Source: an optimization exercise on an open RTL-to-GDS flow (aim: a short achievable clock period and few clock cycles per item). Production flows keep margins and buffers that such runs may drop. Function was checked by simulation only, so behaviour that the tests miss may differ from the original. Power figures rest on the tool's default switching activity, not on a simulated workload.

$ cat flow/config.mk
export PLATFORM = sky130hd
export DESIGN_NAME = huffman_tree_walk_decoder_top
export DESIGN_NICKNAME = huffman_tree_walk_decoder_top
export VERILOG_FILES = /design/flow/design.v
export SDC_FILE = /design/flow/constraint.sdc
export NUM_CORES = 4
export LEC_CHECK = 0
export CAP_MARGIN = 20
export CORE_MARGIN = 2
export CORE_UTILIZATION = 40
export PLACE_DENSITY = 0.6
export SLEW_MARGIN = 20
$ cat flow/constraint.sdc
create_clock -name core_clock -period 6.0 [get_ports {clk}]
set_input_delay 1.2000 -clock core_clock [delete_from_list [all_inputs] [get_ports {clk}]]
set_output_delay 1.2000 -clock core_clock [all_outputs]
set_load 0.01 [all_outputs]
$ cat flow/design.v
package hufw_pkg;
  localparam int unsigned NODE_W        = 6;
  localparam int unsigned SYM_W         = 8;
  localparam int unsigned COUNT_W       = 32;
  localparam int unsigned OP_W          = 2;
  localparam int unsigned BYTE_W        = 8;
  localparam int unsigned TOP_BIT       = 7;
  localparam int unsigned BITS_PER_BYTE = TOP_BIT + 1;
  localparam int unsigned BIT_CNT_W     = $clog2(BITS_PER_BYTE + 1);
  localparam int unsigned ENTRY_W       = 2 * NODE_W + SYM_W;
  localparam int unsigned CFG_IDX_W     = 1;
  localparam int unsigned CFG_DATA_W    = 32;
  typedef enum logic [OP_W-1:0] {
    OP_LOAD    = 2'd0,
    OP_DECODE  = 2'd1,
    OP_RESTART = 2'd2
  } op_t;
  typedef enum logic [CFG_IDX_W-1:0] {
    REG_ROOT_INDEX       = 1'b0,
    REG_MAX_OUTPUT_COUNT = 1'b1
  } reg_idx_t;
  typedef enum logic {
    ST_IDLE,
    ST_WALK
  } state_t;
  typedef struct packed {
    logic [NODE_W-1:0] left;
    logic [NODE_W-1:0] right;
    logic [SYM_W-1:0]  symbol;
  } node_t;
  typedef struct packed {
    logic               push;
    logic               flush;
    logic [SYM_W-1:0]   symbol;
    logic [COUNT_W-1:0] count;
  } emit_t;
endpackage
module hufw_ram #(
  parameter int WIDTH = 8,
  parameter int DEPTH = 64
) (
  input  logic                     clk,
  input  logic                     we,
  input  logic [$clog2(DEPTH)-1:0] waddr,
  input  logic [WIDTH-1:0]         wdata,
  input  logic                     re,
  input  logic [$clog2(DEPTH)-1:0] raddr,
  output logic [WIDTH-1:0]         rdata
);
  logic [WIDTH-1:0] mem [DEPTH];
  always_ff @(posedge clk) begin
    if (we) begin
      mem[waddr] <= wdata;
    end
    if (re) begin
      rdata <= mem[raddr];
    end
  end
endmodule
import hufw_pkg::*;
module hufw_walk #(
  parameter int NODE_COUNT = 64
) (
  input  logic                          clk,
  input  logic                          rst,
  input  logic                          in_valid,
  output logic                          in_ready,
  input  logic [hufw_pkg::OP_W-1:0]     in_operation,
  input  logic [hufw_pkg::NODE_W-1:0]   in_node_addr,
  input  logic [hufw_pkg::NODE_W-1:0]   in_node_left,
  input  logic [hufw_pkg::NODE_W-1:0]   in_node_right,
  input  logic [hufw_pkg::SYM_W-1:0]    in_node_symbol,
  input  logic [hufw_pkg::BYTE_W-1:0]   in_data_byte,
  input  logic [hufw_pkg::NODE_W-1:0]   root_index,
  input  logic [hufw_pkg::COUNT_W-1:0]  max_count,
  input  logic                          res_ready,
  output hufw_pkg::emit_t               emit
);
  localparam int AW = $clog2(NODE_COUNT);
  hufw_pkg::state_t                 state;
  hufw_pkg::state_t                 state_next;
  logic [NODE_W-1:0]      cur_node;
  logic [BYTE_W-1:0]      shreg;
  logic [BIT_CNT_W-1:0]   bits_left;
  logic                   check_pending;
  logic [COUNT_W-1:0]     count;
  logic                   rd_in_range;
  logic [ENTRY_W-1:0]     rd_data;
  hufw_pkg::node_t                  entry;
  hufw_pkg::node_t                  load_entry;
  logic                   accept;
  logic                   leaf_hit;
  logic                   more_bits;
  logic [NODE_W-1:0]      child;
  logic                   we;
  logic                   re;
  logic [NODE_W-1:0]      raddr_node;
  logic                   do_step;
  logic                   do_emit;
  function automatic logic in_table(input logic [NODE_W-1:0] n);
    in_table = n < NODE_COUNT;
  endfunction
  assign accept     = in_valid && in_ready;
  assign entry      = rd_in_range ? hufw_pkg::node_t'(rd_data) : '0;
  assign leaf_hit   = check_pending && (entry.symbol != '0) && (count < max_count);
  assign more_bits  = bits_left != '0;
  assign child      = shreg[BYTE_W-1] ? entry.right : entry.left;
  assign load_entry = {in_node_left, in_node_right, in_node_symbol};
  assign we         = accept && (in_operation == OP_LOAD) && in_table(in_node_addr);
  hufw_ram #(
    .WIDTH (ENTRY_W),
    .DEPTH (NODE_COUNT)
  ) u_table (
    .clk   (clk),
    .we    (we),
    .waddr (AW'(in_node_addr)),
    .wdata (load_entry),
    .re    (re),
    .raddr (AW'(raddr_node)),
    .rdata (rd_data)
  );
  always_comb begin
    state_next = state;
    case (state)
      ST_IDLE: begin
        if (accept && (in_operation == OP_DECODE)) begin
          state_next = ST_WALK;
        end
      end
      ST_WALK: begin
        if (!leaf_hit && !more_bits && res_ready) begin
          state_next = ST_IDLE;
        end
      end
      default: state_next = ST_IDLE;
    endcase
  end
  always_comb begin
    in_ready = 1'b0;
    re          = 1'b0;
    raddr_node  = cur_node;
    do_step     = 1'b0;
    do_emit     = 1'b0;
    emit.push   = 1'b0;
    emit.flush  = 1'b0;
    emit.symbol = entry.symbol;
    emit.count  = count + COUNT_W'(1);
    case (state)
      ST_IDLE: begin
        in_ready = 1'b1;
        if (accept && (in_operation == OP_DECODE)) begin
          re = 1'b1;
        end
      end
      ST_WALK: begin
        if (leaf_hit) begin
          if (res_ready) begin
            do_emit    = 1'b1;
            emit.push  = 1'b1;
            re         = 1'b1;
            raddr_node = root_index;
          end
        end else if (more_bits) begin
          do_step    = 1'b1;
          re         = 1'b1;
          raddr_node = child;
        end else begin
          emit.flush = 1'b1;
        end
      end
      default: ;
    endcase
  end
  always_ff @(posedge clk) begin
    if (rst) begin
      state         <= ST_IDLE;
      cur_node      <= '0;
      count         <= '0;
      check_pending <= 1'b0;
      bits_left     <= '0;
    end else begin
      state <= state_next;
      if (accept) begin
        case (in_operation)
          OP_RESTART: begin
            cur_node <= root_index;
            count    <= '0;
          end
          OP_DECODE: begin
            bits_left     <= BIT_CNT_W'(BITS_PER_BYTE);
            check_pending <= 1'b0;
          end
          default: ;
        endcase
      end
      if (do_step) begin
        cur_node      <= child;
        bits_left     <= bits_left - BIT_CNT_W'(1);
        check_pending <= 1'b1;
      end
      if (do_emit) begin
        cur_node      <= root_index;
        count         <= count + COUNT_W'(1);
        check_pending <= 1'b0;
      end
    end
  end
  always_ff @(posedge clk) begin
    if (accept && (in_operation == OP_DECODE)) begin
      shreg <= in_data_byte;
    end else if (do_step) begin
      shreg <= {shreg[BYTE_W-2:0], 1'b0};
    end
    if (re) begin
      rd_in_range <= in_table(raddr_node);
    end
  end
endmodule
import hufw_pkg::*;
module hufw_result (
  input  logic            clk,
  input  logic            rst,
  input  hufw_pkg::emit_t emit,
  output logic            res_ready,
  output logic                          out_valid,
  input  logic                          out_ready,
  output logic [hufw_pkg::SYM_W-1:0]    out_symbol,
  output logic [hufw_pkg::COUNT_W-1:0]  out_output_count,
  output logic                          out_last
);
  logic               pend_valid;
  logic [SYM_W-1:0]   pend_sym;
  logic [COUNT_W-1:0] pend_count;
  logic               out_valid_q;
  logic [SYM_W-1:0]   out_sym;
  logic [COUNT_W-1:0] out_count;
  logic               out_last_q;
  logic               out_free;
  logic               push_ok;
  logic               move;
  assign out_free  = !out_valid_q || out_ready;
  assign res_ready = !pend_valid || out_free;
  assign push_ok   = emit.push && res_ready;
  assign move      = pend_valid && out_free && (emit.push || emit.flush);
  assign out_valid        = out_valid_q;
  assign out_symbol       = out_sym;
  assign out_output_count = out_count;
  assign out_last         = out_last_q;
  always_ff @(posedge clk) begin
    if (rst) begin
      pend_valid <= 1'b0;
      out_valid_q <= 1'b0;
    end else begin
      if (move) begin
        out_valid_q <= 1'b1;
      end else if (out_valid && out_ready) begin
        out_valid_q <= 1'b0;
      end
      if (push_ok) begin
        pend_valid <= 1'b1;
      end else if (move) begin
        pend_valid <= 1'b0;
      end
    end
  end
  always_ff @(posedge clk) begin
    if (move) begin
      out_sym   <= pend_sym;
      out_count <= pend_count;
      out_last_q <= emit.flush;
    end
    if (push_ok) begin
      pend_sym   <= emit.symbol;
      pend_count <= emit.count;
    end
  end
endmodule
import hufw_pkg::*;
module huffman_tree_walk_decoder_top #(
  parameter int NODE_COUNT = 64
) (
  input  logic        clk,
  input  logic        rst,
  input  logic        cfg_valid,
  output logic        cfg_ready,
  input  logic [0:0]  cfg_reg_index,
  input  logic [31:0] cfg_wdata,
  input  logic        in_valid,
  output logic        in_ready,
  input  logic [1:0]  in_operation,
  input  logic [5:0]  in_node_addr,
  input  logic [5:0]  in_node_left,
  input  logic [5:0]  in_node_right,
  input  logic [7:0]  in_node_symbol,
  input  logic [7:0]  in_data_byte,
  output logic        out_valid,
  input  logic        out_ready,
  output logic [7:0]  out_symbol,
  output logic [31:0] out_output_count,
  output logic        out_last
);
  logic [NODE_W-1:0]  root_index;
  logic [COUNT_W-1:0] max_count;
  logic               res_ready;
  hufw_pkg::emit_t              emit;
  assign cfg_ready = 1'b1;
  always_ff @(posedge clk) begin
    if (rst) begin
      root_index <= '0;
      max_count  <= '0;
    end else if (cfg_valid && cfg_ready) begin
      case (cfg_reg_index)
        REG_ROOT_INDEX:       root_index <= cfg_wdata[NODE_W-1:0];
        REG_MAX_OUTPUT_COUNT: max_count  <= cfg_wdata[COUNT_W-1:0];
        default: ;
      endcase
    end
  end
  hufw_walk #(
    .NODE_COUNT (NODE_COUNT)
  ) u_walk (
    .clk        (clk),
    .rst        (rst),
    .in_valid       (in_valid),
    .in_ready       (in_ready),
    .in_operation   (in_operation),
    .in_node_addr   (in_node_addr),
    .in_node_left   (in_node_left),
    .in_node_right  (in_node_right),
    .in_node_symbol (in_node_symbol),
    .in_data_byte   (in_data_byte),
    .root_index (root_index),
    .max_count  (max_count),
    .res_ready  (res_ready),
    .emit       (emit)
  );
  hufw_result u_result (
    .clk       (clk),
    .rst       (rst),
    .emit      (emit),
    .res_ready (res_ready),
    .out_valid        (out_valid),
    .out_ready        (out_ready),
    .out_symbol       (out_symbol),
    .out_output_count (out_output_count),
    .out_last         (out_last)
  );
endmodule
$ cat flow/run.sh
#!/bin/bash
# synth_recipe.tcl (not shown) runs the flow's synth.tcl, then flattens the netlist and writes it again
# the make line also repeats each setting of config.mk as NAME=value (left out here)
make -C /OpenROAD-flow-scripts/flow DESIGN_CONFIG=/design/flow/config.mk WORK_HOME=/design/flow/orfs CLKGATE_MAP_FILE= SYNTH_SCRIPT=/design/flow/synth_recipe.tcl finish
==> impl_metrics.json, run 1 <==
{
  "fin_tns_setup_ns": 0,
  "grt_pass1_vias": 35500,
  "powerDensity_nw_per_um2": 312,
  "finalCritPeriodShare_pct": 91.2,
  "num_vias": 37500,
  "yosysWarnings": 4,
  "totalWireLength_um": 166000,
  "rr_worst_depth": 14,
  "startpoint_type": "register",
  "maxSlewViolCount": 0,
  "setup_viol": 0,
  "ctsResizeCount": 0,
  "start_util_pct": 40.4,
  "num_rows": 140,
  "syn-num-nets": 4611,
  "crit_family": "compound AO/OA/AOI/OAI gates",
  "hold_buffers": 0,
  "io_pins": 118,
  "ant_nets": 0,
  "synth_top_area_cell": "edfxtp_1",
  "status": "complete, no violations",
  "crit_chain": "ha_1 -> a21oi_1 -> o21ai_0 -> a221oi_1 -> a211o_2 -> a211oi_4 -> or4_4 -> buf_4 -> buf_12 -> nand2_1 -> a21oi_1 -> o21ai_0 -> nand4_1 -> and4_1",
  "p_clk_share_pct": 43.0,
  "finClkSkew_ns": 0.0391,
  "final_cell_mix": "edfxtp_1, nand2_1, nand3_1, mux2i_1, clkbuf_16",
  "die_y_um": 388,
  "fillers": 12900,
  "post-dp-hpwl_um": 93400,
  "dieArea_sq_um": 150000,
  "synth_ff_type": "edfxtp_1",
  "max_freq_mhz": 183,
  "fin_cells": 6709,
  "drtPass1Iterations": 5,
  "combPwrFrac_pct": 3.6,
  "hold_path.class": "register to register",
  "min_path_cells": 0,
  "r2r_end": "u_walk.u_table.rdata[14]",
  "synth_seq_cells": 1473,
  "crit_type": "register to register",
  "worst_pin_slew_ns": 1.38,
  "yosysTopAreaCellShare_pct": 70.8,
  "grt_start_max_net_pins": 217,
  "synth_cells": 4503,
  "synth-edff-count": 1389,
  "seqPwrFrac_pct": 53.4,
  "slew_headroom_pct": 7.99,
  "cts-buffers-inserted": 154,
  "insertion_delay_ns": 0.80,
  "grt.total_usage_pct": 21.8,
  "antenna_found_initial": 11,
  "cp_max_fo": 216,
  "synthesis.area_sq_um": 58900,
  "ys_top_cells_by_area": "edfxtp_1, nand2_1, nand3_1",
  "switchingPower_uw": 4620,
  "min_from": "u_result.pend_sym[0]",
  "gp_congestion": 0.841,
  "area_growth_pct": 15.0,
  "path_buf_inv": 2,
  "via_per_inst": 5.59,
  "p_int_uw": 16500,
  "ys_seq_area_share_pct": 73.7,
  "post_cts_buffers": 0,
  "cellLeakagePower_uw": 0.0234,
  "final_nets": 4774,
  "cpMaxStageDelayCell": "a221oi_1",
  "htree_levels": 4,
  "wire_per_inst_um": 24.8,
  "die_x_um": 388,
  "dp.cells": 6427,
  "grt_pass1_wl_um": 243000,
  "finalHoldViolations": 0,
  "path_clk_slew_ns": 0.07,
  "period_needed_ns": 5.47,
  "ir_drop_v": 0.000223,
  "critPathArrivalTime_ns": 6.04,
  "drtIter0Drc": 4295,
  "gr-total-overflow": 0,
  "clkSinkCount": 1473,
  "r2r-start": "u_walk.count[11]",
  "async_reset_ff_share_pct": 0,
  "rsz0062_at_grt": "no",
  "slowest_delay_ns": 0.69,
  "startpoint": "u_walk.count[11]",
  "drive_above_1_share_pct": 10.2,
  "cp_data_required_time_ns": 6.56,
  "clockBufferDepth": 3,
  "avgSynthCellArea_sq_um": 13.1,
  "min_to": "u_result.out_sym[0]",
  "layout_commonest_cell": "edfxtp_1",
  "end_kind": "register",
  "cap_violations": 0,
  "root_buffer": "clkbuf_16",
  "ys_types": 64,
  "fp.coreArea_sq_um": 146000,
  "switching_share_pct": 21.9,
  "drc": 0,
  "whs_ns": 0.397,
  "port_buffers": 116,
  "cts_tree": "yes",
  "reg2reg_slack_ns": 0.53
}
layout make-up:
type                       count  area, sq um  area share (%)
timing repair buffer         282         2580            3.81
multi-input combinational   2707        14400            21.2
clock buffer                 198         4050            5.98
antenna                        3         7.51          0.0111
tap                         1917         2400            3.54
clock inverter                81          722            1.07
sequential                  1473        43400            64.1
inverter                      48          180           0.266
worst max-delay path by stage:
stage | to | cells past startpoint | slack, ns
4_1_cts | u_walk.u_table.rdata[14] | 13 | 0.61
6_report | u_walk.u_table.rdata[14] | 14 | 0.53
3_3_place_gp | u_walk.u_table.rdata[14] | 14 | 0.14
5_1_grt | u_walk.u_table.rdata[3] | 14 | 0.34
3_5_place_dp | u_walk.u_table.rdata[14] | 14 | 0.18
2_1_floorplan | u_result.out_count[0] | 8 | 1.54
sequential cells by signal, summed over array words and instances (netlist names), 4 cells and up:
name	cells
u_walk.u_table.mem	1280
max_count	32
u_result.out_count	32
u_result.pend_count	32
u_walk.count	32
u_walk.u_table.rdata	20
u_result.out_sym	8
u_result.pend_sym	8
u_walk.shreg	8
root_index	6
u_walk.cur_node	6
u_walk.bits_left	4
power groups by stage:
stage	Clock, uW	Sequential (uW)	Combinational [uW]
2_1_floorplan	0	11500	324
3_3_place_gp	0	11500	741
3_5_place_dp	0	11500	750
4_1_cts	9230	11300	753
5_1_grt	9630	11300	801
6_report	9090	11300	750
per-stage QoR:
stage | total power, uW | utilization, % | instance area, sq um | setup slack, ns
2_1_floorplan | 11800 | - | 58900 | 1.54
3_3_place_gp | 12200 | 43.1 | 62900 | 0.142
3_5_place_dp | 12200 | 43.1 | 62900 | 0.178
4_1_cts | 21300 | 46.4 | 67700 | 0.614
5_1_grt | 21700 | 46.4 | 67700 | 0.344
6_report | 21100 | 46.4 | 67700 | 0.527
per-layer routing:
layer / GRT usage [%] / routed length, um / share of wire, % / vias to the layer above
met4: 7.50 / 5290 / 3.2 / 10
met3: 3.95 / 13400 / 8.0 / 290
li1: - / - / - / 16800
met5: 0 / 78 / 0.047 / -
met2: 34.8 / 78300 / 47 / 1632
met1: 29.9 / 69200 / 42 / 18700
Yosys cell counts, drive strengths merged (6+ instances only):
cell type,number
a31oi,78
dfxtp,84
inv,48
nor2,144
edfxtp,1389
mux2i,181
a221oi,22
nor2b,9
and2,6
a22oi,16
nor3,17
and3,13
mux2,11
nor4,9
nand3,574
o211ai,27
xnor2,17
clkbuf,113
nand2,1141
a211oi,10
buf,162
xor2,13
o21ai,77
nand4,77
nand3b,10
ha,34
a21o,6
and4,19
a21oi,153
kinds of logic (layout without fill, tap and decap cells):
group	after synthesis	after routing	synth area share, %
and+or+nand+nor	2032	2032	15.0
DFF	1473	1473	73.7
AOI/OAI and AO/OA	418	418	4.39
buffers and inverters	323	609	2.40
muxes	192	192	3.29
adders and majority gates	34	34	0.723
xor gates and xnor gates	30	30	0.446
other	1	4	0.00637
Testbench counts, summed over its fixed seeds: cycles 50,474, bytes 4,096.
==> inputs of run 2 (changes only) <==
--- a/flow/config.mk
+++ b/flow/config.mk
@@ -10,3 +10,4 @@
 export CORE_UTILIZATION = 40
 export PLACE_DENSITY = 0.6
+export SETUP_SLACK_MARGIN = 3.5
 export SLEW_MARGIN = 20
==> run 2 against run 1 <==
  * Still clean
  * Sequential share of layout area fell by 7.8 points
  * Worst setup slack improved by 1.0 ns
  * Clock-buffer cell count fell by 6
  * Combinational power rose by 37%
  * Synthesized cell count did not move
  * Maximum frequency rose by 24%
  * Clock skew rose by 0.0016 ns
  * Sequential power barely moved
  * Core utilization rose by 6.5 points
==> impl_metrics.json, run 2 <==
{
  "syn-num-nets": 4611,
  "cap_violations": 0,
  "yosysMostFrequentCell": "edfxtp_1",
  "path_clk_slew_ns": 0.06,
  "finalHoldViolations": 0,
  "largest_register_ff_count": 1280,
  "combPwrFrac_pct": 4.8,
  "ant_nets": 0,
  "grt.total_usage_pct": 25.8,
  "ys_seq_area_share_pct": 73.7,
  "finClkSkew_ns": 0.0407,
  "port_buffers": 116,
  "finalCritPeriodShare_pct": 73.8,
  "gp_congestion": 0.847,
  "synth_top_area_cell": "edfxtp_1",
  "num_vias": 42000,
  "via_per_inst": 5.85,
  "cts-buffers-inserted": 153,
  "grt_pass1_wl_um": 281000,
  "crit_type": "register to register",
  "antenna_found_initial": 13,
  "fin_tns_setup_ns": 0,
  "hold_buffers": 0,
  "drive_above_1_share_pct": 24.8,
  "seqPwrFrac_pct": 52.5,
  "clkSinkCount": 1473,
  "cp_max_fo": 6,
  "die_y_um": 388,
  "switchingPower_uw": 4730,
  "io_pins": 118,
  "slew_headroom_pct": 31.9,
  "critPathArrivalTime_ns": 4.97,
  "final-seq-area_sq_um": 43500,
  "post-dp-hpwl_um": 93700,
  "setup_viol": 0,
  "totalWireLength_um": 204000,
  "cp_data_required_time_ns": 6.54,
  "fillers": 11600,
  "final_cell_mix": "edfxtp_1, nand2_1, nand3_1, buf_4, mux2i_1",
  "async_reset_ff_share_pct": 0,
  "htree_levels": 4,
  "avgSynthCellArea_sq_um": 13.1,
  "layout_commonest_cell": "edfxtp_1",
  "whs_ns": 0.405,
  "grt_pass1_vias": 38800,
  "insertion_delay_ns": 0.80,
  "ys_types": 64,
  "drc": 0,
  "final_nets": 5246,
  "largest-register": "u_walk.u_table.mem",
  "die_x_um": 388,
  "fp.coreArea_sq_um": 146000,
  "gr-total-overflow": 0,
  "ir_drop_v": 0.000271,
  "period_needed_ns": 4.43,
  "rsz0062_at_grt": "yes",
  "cellLeakagePower_uw": 0.0272,
  "synth-edff-count": 1389,
  "multiInputGateArea_sq_um": 17200,
  "worst_pin_slew_ns": 0.993,
  "drtIter0Drc": 5560,
  "p_clk_share_pct": 42.7,
  "num_rows": 140,
  "clockBufferDepth": 3,
  "synth_seq_cells": 1473,
  "grt_start_max_net_pins": 86,
  "drtPass1Iterations": 6,
  "switching_share_pct": 22.0,
  "synth_cells": 4503,
  "max_freq_mhz": 226,
  "dieArea_sq_um": 150000,
  "status": "complete, no violations",
  "yosysWarnings": 4,
  "wire_per_inst_um": 28.4,
  "utilization_pct": 52.9,
  "p_int_uw": 16700,
  "cts_tree": "yes",
  "ys_top_cells_by_area": "edfxtp_1, nand2_1, nand3_1",
  "hold_path.class": "register to register",
  "synthesis.area_sq_um": 58900,
  "end_kind": "register",
  "startpoint_type": "register",
  "reg2reg_slack_ns": 1.57,
  "yosysTopAreaCellShare_pct": 70.8,
  "root_buffer": "clkbuf_16",
  "synth_ff_type": "edfxtp_1",
  "area_growth_pct": 31.1,
  "start_util_pct": 40.4,
  "maxSlewViolCount": 0,
  "yosys-top-cells-count": "edfxtp_1, nand2_1, nand3_1",
  "powerDensity_nw_per_um2": 278
}
==> run 2: cell types whose count changed in the layout (fill, tap and decap cells not counted), moves of 40 or more <==
cell             change
clkdlybuf4s50_1     -52
nor2_4             +126
o21ai_0             -42
nand3_1             -41
buf_6               +53
buf_4              +123
nand2_1             -40
nor2_2              -54
buf_2               +41
buf_12             +131
buf_16              +52
dfxtp_1             -51
==> run 2: what timing repair did <==
item,in CTS,in global routing
buffers inserted,291,93
resized for setup,659,158
hold endpoints to repair,0,0
pin swaps,277,155
setup endpoints to repair,1509,864
gates cloned,119,22
==> run 2: power groups by stage <==
stage / registers, uW / logic (uW) / clock network (uW)
after global routing: 11300 / 1070 / 9630
after detailed placement: 11500 / 761 / 0
after floorplan: 11500 / 364 / 0
after CTS: 11300 / 953 / 9220
after global placement: 11500 / 751 / 0
final: 11300 / 1030 / 9150
==> run 2: worst paths after layout <==
path,cells past startpoint,from,endpoint
setup / recovery,19,u_walk.count[9],u_walk.u_table.rdata[2]
hold / removal,0,u_result.pend_count[2],u_result.out_count[2]
setup reg to reg,19,u_walk.count[9],u_walk.u_table.rdata[2]
hold reg to reg,0,u_result.pend_count[2],u_result.out_count[2]
==> run 2: logic make-up after synthesis <==
kind of cell / after synthesis / share of synthesized area (%)
and+or+nand+nor: 2032 / 15.0
other: 1 / 0.00637
xor gates and xnor gates: 30 / 0.446
muxes: 192 / 3.29
AOI/OAI and AO/OA: 418 / 4.39
buffers and inverters: 323 / 2.40
DFF: 1473 / 73.7
adders and majority gates: 34 / 0.723
==> run 2: worst max-delay path, cell delays in order, from the launching register on <==
cell      delay (ns)
dfxtp_4         0.36
ha_4            0.30
nand2_4         0.06
nor4_4          0.25
buf_4           0.18
a221oi_4        0.08
buf_4           0.16
a211oi_4        0.24
buf_6           0.16
nor4_4          0.05
or4_4           0.44
buf_12          0.17
buf_12          0.16
buf_6           0.12
buf_16          0.14
nand2_2         0.07
a21oi_2         0.06
o21ai_2         0.24
nand4_1         0.49
and4_1          0.45
==> run 2: final cells by class <==
cell class	instances	area share, %
clock inverters	77	0.904
inverters	48	0.269
clock buffers	192	5.23
flip-flops and latches	1473	56.3
well taps	1917	3.11
repair buffers	687	11.9
multi-input cells	2775	22.3
diodes	2	0.00648
==> run 2: through the flow <==
step           worst slack (ns)  std cells  instance area, sq um  total power [uW]
2_1_floorplan              2.49       4503                 60000             11900
3_3_place_gp              0.247       6375                 63200             12200
3_5_place_dp              0.295       6375                 63200             12300
4_1_cts                    1.75       7054                 74900             21400
5_1_grt                    1.50       7170                 77200             22000
6_report                   1.57       7171                 77200             21500
==> run 2: routing by layer <==
metal,up-vias,GRT usage (%),share of wire (%)
met2,2636,39.9,45
met1,20800,34.7,38
met3,565,6.03,11
met5,-,0,0.056
met4,18,11.7,5.5
li1,17900,-,-
==> inputs of run 3 (changes only) <==
--- a/flow/design.v
+++ b/flow/design.v
@@ -46,8 +46,13 @@
   input  logic                     re,
   input  logic [$clog2(DEPTH)-1:0] raddr,
-  output logic [WIDTH-1:0]         rdata
+  output logic [WIDTH-1:0]         rdata,
+  input  logic [$clog2(DEPTH)-1:0] r2addr,
+  output logic [WIDTH-1:0]         r2data
 );
   logic [WIDTH-1:0] mem [DEPTH];
   always_ff @(posedge clk) begin
+    r2data <= mem[r2addr];
+  end
+  always_ff @(posedge clk) begin
     if (we) begin
       mem[waddr] <= wdata;
@@ -98,4 +103,6 @@
   logic                   do_step;
   logic                   do_emit;
+  hufw_pkg::node_t                  root_e;
+  logic [NODE_W-1:0]      root_child;
   function automatic logic in_table(input logic [NODE_W-1:0] n);
     in_table = n < NODE_COUNT;
@@ -106,4 +113,5 @@
   assign more_bits  = bits_left != '0;
   assign child      = shreg[BYTE_W-1] ? entry.right : entry.left;
+  assign root_child = shreg[BYTE_W-1] ? root_e.right : root_e.left;
   assign load_entry = {in_node_left, in_node_right, in_node_symbol};
   assign we         = accept && (in_operation == OP_LOAD) && in_table(in_node_addr);
@@ -118,5 +126,7 @@
     .re    (re),
     .raddr (AW'(raddr_node)),
-    .rdata (rd_data)
+    .rdata (rd_data),
+    .r2addr(AW'(root_index)),
+    .r2data(root_e)
   );
   always_comb begin
@@ -130,5 +140,5 @@
       ST_WALK: begin
         if (!leaf_hit && !more_bits && res_ready) begin
-          state_next = ST_IDLE;
+          state_next = (accept && (in_operation == OP_DECODE)) ? ST_WALK : ST_IDLE;
         end
       end
@@ -158,6 +168,12 @@
             do_emit    = 1'b1;
             emit.push  = 1'b1;
-            re         = 1'b1;
-            raddr_node = root_index;
+            if (more_bits) begin
+              do_step    = 1'b1;
+              re         = 1'b1;
+              raddr_node = root_child;
+            end else begin
+              re         = 1'b1;
+              raddr_node = root_index;
+            end
           end
         end else if (more_bits) begin
@@ -167,4 +183,8 @@
         end else begin
           emit.flush = 1'b1;
+          in_ready   = res_ready;
+          if (accept && (in_operation == OP_DECODE)) begin
+            re = 1'b1;
+          end
         end
       end
@@ -195,12 +215,13 @@
       end
       if (do_step) begin
-        cur_node      <= child;
+        cur_node      <= do_emit ? root_child : child;
         bits_left     <= bits_left - BIT_CNT_W'(1);
         check_pending <= 1'b1;
+      end else if (do_emit) begin
+        cur_node      <= root_index;
+        check_pending <= 1'b0;
       end
       if (do_emit) begin
-        cur_node      <= root_index;
         count         <= count + COUNT_W'(1);
-        check_pending <= 1'b0;
       end
     end
==> run 3 against run 2 <==
  * Worst setup slack better by 0.061 ns
  * Clock-buffer cell count grew 2
  * Maximum frequency grew 1.4%
  * First-iteration DRC count grew 67%
  * Final area grew 16%
  * Core utilization rose by 1.5 points
  * Global-route usage rose by 3.9 points
  * Clock skew increased by 0.0019 ns
  * Sequential share of layout area decreased by 7.5 points
  * Power increased by 8.3%
  * Non-clock buffer count increased by 245
  * Wire length grew 32%
  * Still clean on timing, DRC and antenna
==> impl_metrics.json, run 3 <==
{
  "antenna_found_initial": 24,
  "setup_viol": 0,
  "cp_max_fo": 8,
  "final_cell_mix": "edfxtp_1, nand2_1, mux4_2, nand3_1, buf_12",
  "avgSynthCellArea_sq_um": 13.7,
  "utilization_pct": 54.5,
  "port_buffers": 116,
  "switchingPower_uw": 5570,
  "synth_cells": 4831,
  "synth_top_area_cell": "edfxtp_1",
  "root_buffer": "clkbuf_16",
  "rr_worst_depth": 15,
  "grt_pass1_vias": 47100,
  "largest_register_ff_count": 1280,
  "end_kind": "register",
  "largest-register": "u_walk.u_table.mem",
  "status": "complete, no violations",
  "rsz0062_at_grt": "yes",
  "critical_path.endpoint": "u_walk.u_table.rdata[14]",
  "ys_types": 75,
  "p_int_uw": 17700,
  "design_area_sq_um": 89500,
  "seqPwrFrac_pct": 49.1,
  "io_pins": 118,
  "crit_type": "register to register",
  "critPathArrivalTime_ns": 4.91,
  "finalCritPeriodShare_pct": 72.8,
  "die_x_um": 410,
  "post-dp-hpwl_um": 120000,
  "yosysTopAreaCellShare_pct": 63.2,
  "fp.coreArea_sq_um": 164000,
  "num_vias": 51300,
  "finalHoldViolations": 0,
  "gp_congestion": 0.914,
  "path_clk_slew_ns": 0.06,
  "period_needed_ns": 4.37,
  "grt.total_usage_pct": 29.8,
  "max_freq_mhz": 229,
  "r2r-start": "max_count[28]",
  "async_reset_ff_share_pct": 0,
  "insertion_delay_ns": 0.84,
  "ys_seq_area_share_pct": 66.1,
  "worst_pin_slew_ns": 1.11,
  "cts_tree": "yes",
  "drtIter0Drc": 9274,
  "yosys-top-cells-count": "edfxtp_1, nand2_1, nand3_1",
  "slew_headroom_pct": 26.3,
  "grt_pass1_wl_um": 357000,
  "p_clk_share_pct": 41.6,
  "drtPass1Iterations": 9,
  "layout_commonest_cell": "edfxtp_1",
  "synth-edff-count": 1389,
  "startpoint": "max_count[28]",
  "hold_buffers": 0,
  "yosysMostFrequentCell": "edfxtp_1",
  "cp_data_required_time_ns": 6.54,
  "r2r_end": "u_walk.u_table.rdata[14]",
  "totalWireLength_um": 269000,
  "combPwrFrac_pct": 9.3,
  "fin_tns_setup_ns": 0,
  "powerDensity_nw_per_um2": 259,
  "ant_nets": 0,
  "drive_above_1_share_pct": 32.2,
  "reg2reg_slack_ns": 1.63,
  "cts-buffers-inserted": 153,
  "finClkSkew_ns": 0.0427,
  "switching_share_pct": 24.0,
  "dieArea_sq_um": 168000,
  "clockBufferDepth": 3,
  "cellLeakagePower_uw": 0.0308,
  "drc": 0,
  "yosysWarnings": 4,
  "htree_levels": 4,
  "maxSlewViolCount": 0,
  "synth_ff_type": "edfxtp_1",
  "num_rows": 149,
  "synthesis.area_sq_um": 66000,
  "grt_start_max_net_pins": 81,
  "die_y_um": 410,
  "syn-num-nets": 4939,
  "ir_drop_v": 0.000304,
  "clkSinkCount": 1485,
  "via_per_inst": 6.48,
  "synth_seq_cells": 1485,
  "startpoint_type": "register",
  "ys_top_cells_by_area": "edfxtp_1, mux4_2, nand2_1",
  "cap_violations": 0,
  "wire_per_inst_um": 34.0,
  "hold_path.class": "register to register",
  "start_util_pct": 40.2,
  "gr-total-overflow": 0,
  "area_growth_pct": 35.6,
  "final_nets": 5705,
  "place_area_sq_um": 70900
}
run 3: changes by cell type after synthesis, moves of 70 or more:
cell	change
a211oi_1	+122
a21oi_1	+106
and3_1	+116
clkbuf_1	+71
mux4_2	+256
nand2_1	-203
nand3_1	-315
nand4_1	-70
run 3: kinds of logic (layout without fill, tap and decap cells):
logic type | after synthesis | count (layout) | synth area share [%]
mux | 398 | 398 | 10.9
other cells | 1 | 6 | 0.00568
compound gates | 801 | 802 | 8.01
fa+ha+maj | 34 | 34 | 0.644
xor+xnor | 30 | 30 | 0.398
flops | 1485 | 1485 | 66.1
simple gates | 1674 | 1713 | 11.2
buf+inv | 408 | 1258 | 2.72
run 3: layer usage:
metal	global-route usage [%]	routed length, um	vias to the layer above
li1	-	-	20300
met1	38.7	93800	25500
met2	43.5	115000	4402
met3	9.88	39500	1115
met4	17.2	20200	36
met5	0	352	-
run 3: power by group through the flow:
| stage | logic (uW) | registers, uW | clock network, uW |
|---|---|---|---|
| finish | 2160 | 11400 | 9680 |
| global route | 2200 | 11400 | 10100 |
| CTS | 1920 | 11400 | 9650 |
| detailed placement | 1500 | 11600 | 0 |
| global placement | 1490 | 11600 | 0 |
| floorplan | 879 | 11600 | 0 |
run 3: worst min-delay path by stage:
stage | start | to | cells past startpoint
5_1_grt | u_result.pend_count[20] | u_result.out_count[20] | 0
6_report | u_result.pend_count[27] | u_result.out_count[27] | 0
4_1_cts | u_result.pend_count[3] | u_result.out_count[3] | 0
3_3_place_gp | u_result.pend_count[9] | u_result.out_count[9] | 0
2_1_floorplan | u_result.pend_count[0] | u_result.out_count[0] | 0
3_5_place_dp | u_result.pend_count[27] | u_result.out_count[27] | 0
run 3: what timing repair did:
item / 4_1_cts / 5_1_grt
endpoints found under the setup margin: 1533 / 1525
pin swaps: 209 / 125
gates cloned: 159 / 39
setup buffers: 366 / 100
resized for setup: 918 / 263
run 3: worst max-delay path: stages (launching register included):
cell	delay, ns
dfxtp_2	0.37
inv_2	0.05
ha_4	0.25
nand4_1	0.16
nor3_4	0.26
nand3_2	0.20
o21bai_4	0.27
a221o_4	0.46
and2_4	0.26
buf_12	0.21
buf_8	0.14
buf_16	0.14
mux2i_1	0.28
a211oi_1	0.15
or3_4	0.51
o311a_1	0.35
run 3: area by class of cell:
cell class	instances	area [sq um]
multi-input combinational	2978	23600
tap	2189	2740
antenna	5	12.5
fill	12500	74900
timing repair buffer	932	14300
inverter	47	181
sequential	1485	43700
clock inverter	85	915
clock buffer	194	4050
run 3: through the flow:
step	setup slack (ns)	power, uW	hold slack [ns]	instances
floorplan	2.30	12500	0.400	4831
global placement	0.0244	13100	0.402	6959
detailed placement	0.460	13100	0.405	6960
CTS	1.86	23000	0.419	7764
global route	1.64	23700	0.422	7911
finish	1.63	23200	0.418	7915
Testbench counts of run 3, summed over its fixed seeds: cycles 38,134, bytes 4,096.

-- what the ideal ports hide --
How much do the figures lean on ideal ports? The routed layouts below were timed once more, with nothing changed but the port constraints.
Step 1, drivers: a clkbuf_16 drives clk and a buf_2 each remaining input, both assumed.
Step 2 adds t to the input delays and takes it off the output delays; t is the mean of the earliest and latest rising clock arrival at the registers after step 1. Input paths then give back, and output paths get back, about the clock's delay inside the block.
Slacks: ideal / step 1 / step 2; pairs: ideal / step 1.
run	t, ns	slack for setup (ns)	worst setup path after step 2	worst register clock-pin slew, ns	cell pins on the clock port's net
run 1	0.861	0.527 / 0.527 / 0.172	input to register	0.07 / 0.07	1
run 2	0.855	1.572 / 1.572 / 0.918	input to register	0.07 / 0.07	1
run 3	0.897	1.633 / 1.633 / 0.880	input to register	0.07 / 0.07	1
After both steps setup and hold are still met in every run listed. For run 3, which loses most, drivers alone change the setup slack by 0.000 ns; drivers and shift together by -0.753 ns.
